From an optimization exercise on the open Yosys and OpenROAD flow, aimed at small area, a short achievable clock period and few clock cycles per item; shortcuts taken in it are not production practice. In this exercise RTL edits were held to simulation tests only and were not proved equivalent to the original.

Setup of garnet:
// des_core
module des_core (
    input  wire        clk_i,
    input  wire        reset_i,
    input  wire        mode_i,
    input  wire        valid_i,
    input  wire        accept_i,
    input  wire [63:0] key_i,
    input  wire [63:0] data_i,
    output wire        accept_o,
    output wire [63:0] data_o_o,
    output wire        valid_o_o
);
    localparam [64*7-1:0] IP_TABLE = {
        7'd58, 7'd50, 7'd42, 7'd34, 7'd26, 7'd18, 7'd10, 7'd2, 7'd60, 7'd52, 7'd44, 7'd36, 7'd28, 7'd20, 7'd12, 7'd4,
        7'd62, 7'd54, 7'd46, 7'd38, 7'd30, 7'd22, 7'd14, 7'd6, 7'd64, 7'd56, 7'd48, 7'd40, 7'd32, 7'd24, 7'd16, 7'd8,
        7'd57, 7'd49, 7'd41, 7'd33, 7'd25, 7'd17, 7'd9, 7'd1, 7'd59, 7'd51, 7'd43, 7'd35, 7'd27, 7'd19, 7'd11, 7'd3,
        7'd61, 7'd53, 7'd45, 7'd37, 7'd29, 7'd21, 7'd13, 7'd5, 7'd63, 7'd55, 7'd47, 7'd39, 7'd31, 7'd23, 7'd15, 7'd7
    };
    localparam [64*7-1:0] FP_TABLE = {
        7'd40, 7'd8, 7'd48, 7'd16, 7'd56, 7'd24, 7'd64, 7'd32, 7'd39, 7'd7, 7'd47, 7'd15, 7'd55, 7'd23, 7'd63, 7'd31,
        7'd38, 7'd6, 7'd46, 7'd14, 7'd54, 7'd22, 7'd62, 7'd30, 7'd37, 7'd5, 7'd45, 7'd13, 7'd53, 7'd21, 7'd61, 7'd29,
        7'd36, 7'd4, 7'd44, 7'd12, 7'd52, 7'd20, 7'd60, 7'd28, 7'd35, 7'd3, 7'd43, 7'd11, 7'd51, 7'd19, 7'd59, 7'd27,
  ...
==> flow/config.mk <==
export PLATFORM = sky130hd
export DESIGN_NAME = des_core
export DESIGN_NICKNAME = des_core
export VERILOG_FILES = /design/flow/design.v
export SDC_FILE = /design/flow/constraint.sdc
export NUM_CORES = 4
export LEC_CHECK = 0
export ABC_AREA = 1
export CAP_MARGIN = 20
export CORE_MARGIN = 2
export CORE_UTILIZATION = 40
export CTS_BUF_LIST = sky130_fd_sc_hd__clkbuf_8
export SETUP_SLACK_MARGIN = 2.25
export SLEW_MARGIN = 20
==> flow/constraint.sdc <==
create_clock -name core_clock -period 4.8 [get_ports {clk_i}]
set_input_delay 0.9600 -clock core_clock [delete_from_list [all_inputs] [get_ports {clk_i}]]
set_output_delay 0.9600 -clock core_clock [all_outputs]
set_load 0.01 [all_outputs]
standard.sh (not shown) runs the stock make flow with config.mk's settings and CLKGATE_MAP_FILE= SYNTH_SCRIPT=/design/flow/synth_recipe.tcl, a recipe that flattens the netlist after the stock synthesis.
==> flow/flow/run.sh <==
#!/bin/bash
# Standard ORFS layout with three changes:
#  - synthesis maps the logic with ABC script abc_map.script (choice-based
#    mapping with area recovery) instead of ORFS's;
#  - XOR/AND pairs are left to ABC (no half-adder extraction);
#  - ports get plain buffers instead of the resizer's default pick (a delay cell).
# The tools' output goes to standard.log; ORFS's own logs stay under orfs/logs.
set -euo pipefail
here=$(pwd)
{
  echo "proc abc {args} {"
  echo "  set i [lsearch -exact \$args -script]"
  echo "  if {\$i >= 0} { lset args [expr {\$i + 1}] $here/flow/abc_map.script }"
  echo "  yosys abc {*}\$args"
  echo "}"
  cat synth_recipe.tcl
} > my_synth.tcl
bash standard.sh "SYNTH_SCRIPT=$here/my_synth.tcl" "ADDER_MAP_FILE=" \
  "BUFFER_PORTS_ARGS=-buffer_cell sky130_fd_sc_hd__buf_1" finish > standard.log 2>&1
==> flow/flow/abc_map.script <==
strash
dch -f
map
strash
dch -f
map
topo
stime -c
garnet: done, clean on timing, DRC and antenna
Testbench counts of garnet, summed over its fixed seeds: cycles 8,712, items 512.
Edits applied to the flow inputs when going from garnet to quartz:
- SETUP_SLACK_MARGIN changed from 2.25 to 2.45
==> flow/flow/abc_map.script <==
strash
&get -n
&st
&dch
&nf
&put
strash
dch -f
map
topo
stime -c
==> results.txt <==
- quartz reports its critical path's slowest cell as sky130_fd_sc_hd__a21oi_4 while garnet reports sky130_fd_sc_hd__edfxtp_1.
- Status: multiplexer fraction of the synthesized cell area parity (garnet, quartz)
- In terms of total length of routed wires, quartz and garnet differ only marginally.

port drivers added, routing unchanged:
The flow's constraints put no driver on any port. The routed layouts listed below were extracted and timed again, unchanged, in two steps.
Step 1: set_driving_cell puts a clkbuf_16 on clk_i and a buf_2 on each other input, an assumption about the parent block.
Step 2 moves the port delays by t, midway between the first and last clock arrival at a register: inputs arrive t later, outputs are due t later. That takes back most of the time a late clock gives input paths.
Slacks: ideal ports / drivers / drivers and shift; pairs: ideal ports / drivers.
run	t (ns)	setup WS [ns]	worst slew at a driven data input, ns
garnet	0.510	2.323 / 2.323 / 2.180	0.05
quartz	0.493	2.456 / 2.416 / 2.079	0.08
After both steps every run listed still meets setup and hold. The setup slack of quartz, which loses most, moves by -0.040 ns with the drivers and by -0.377 ns with both steps.
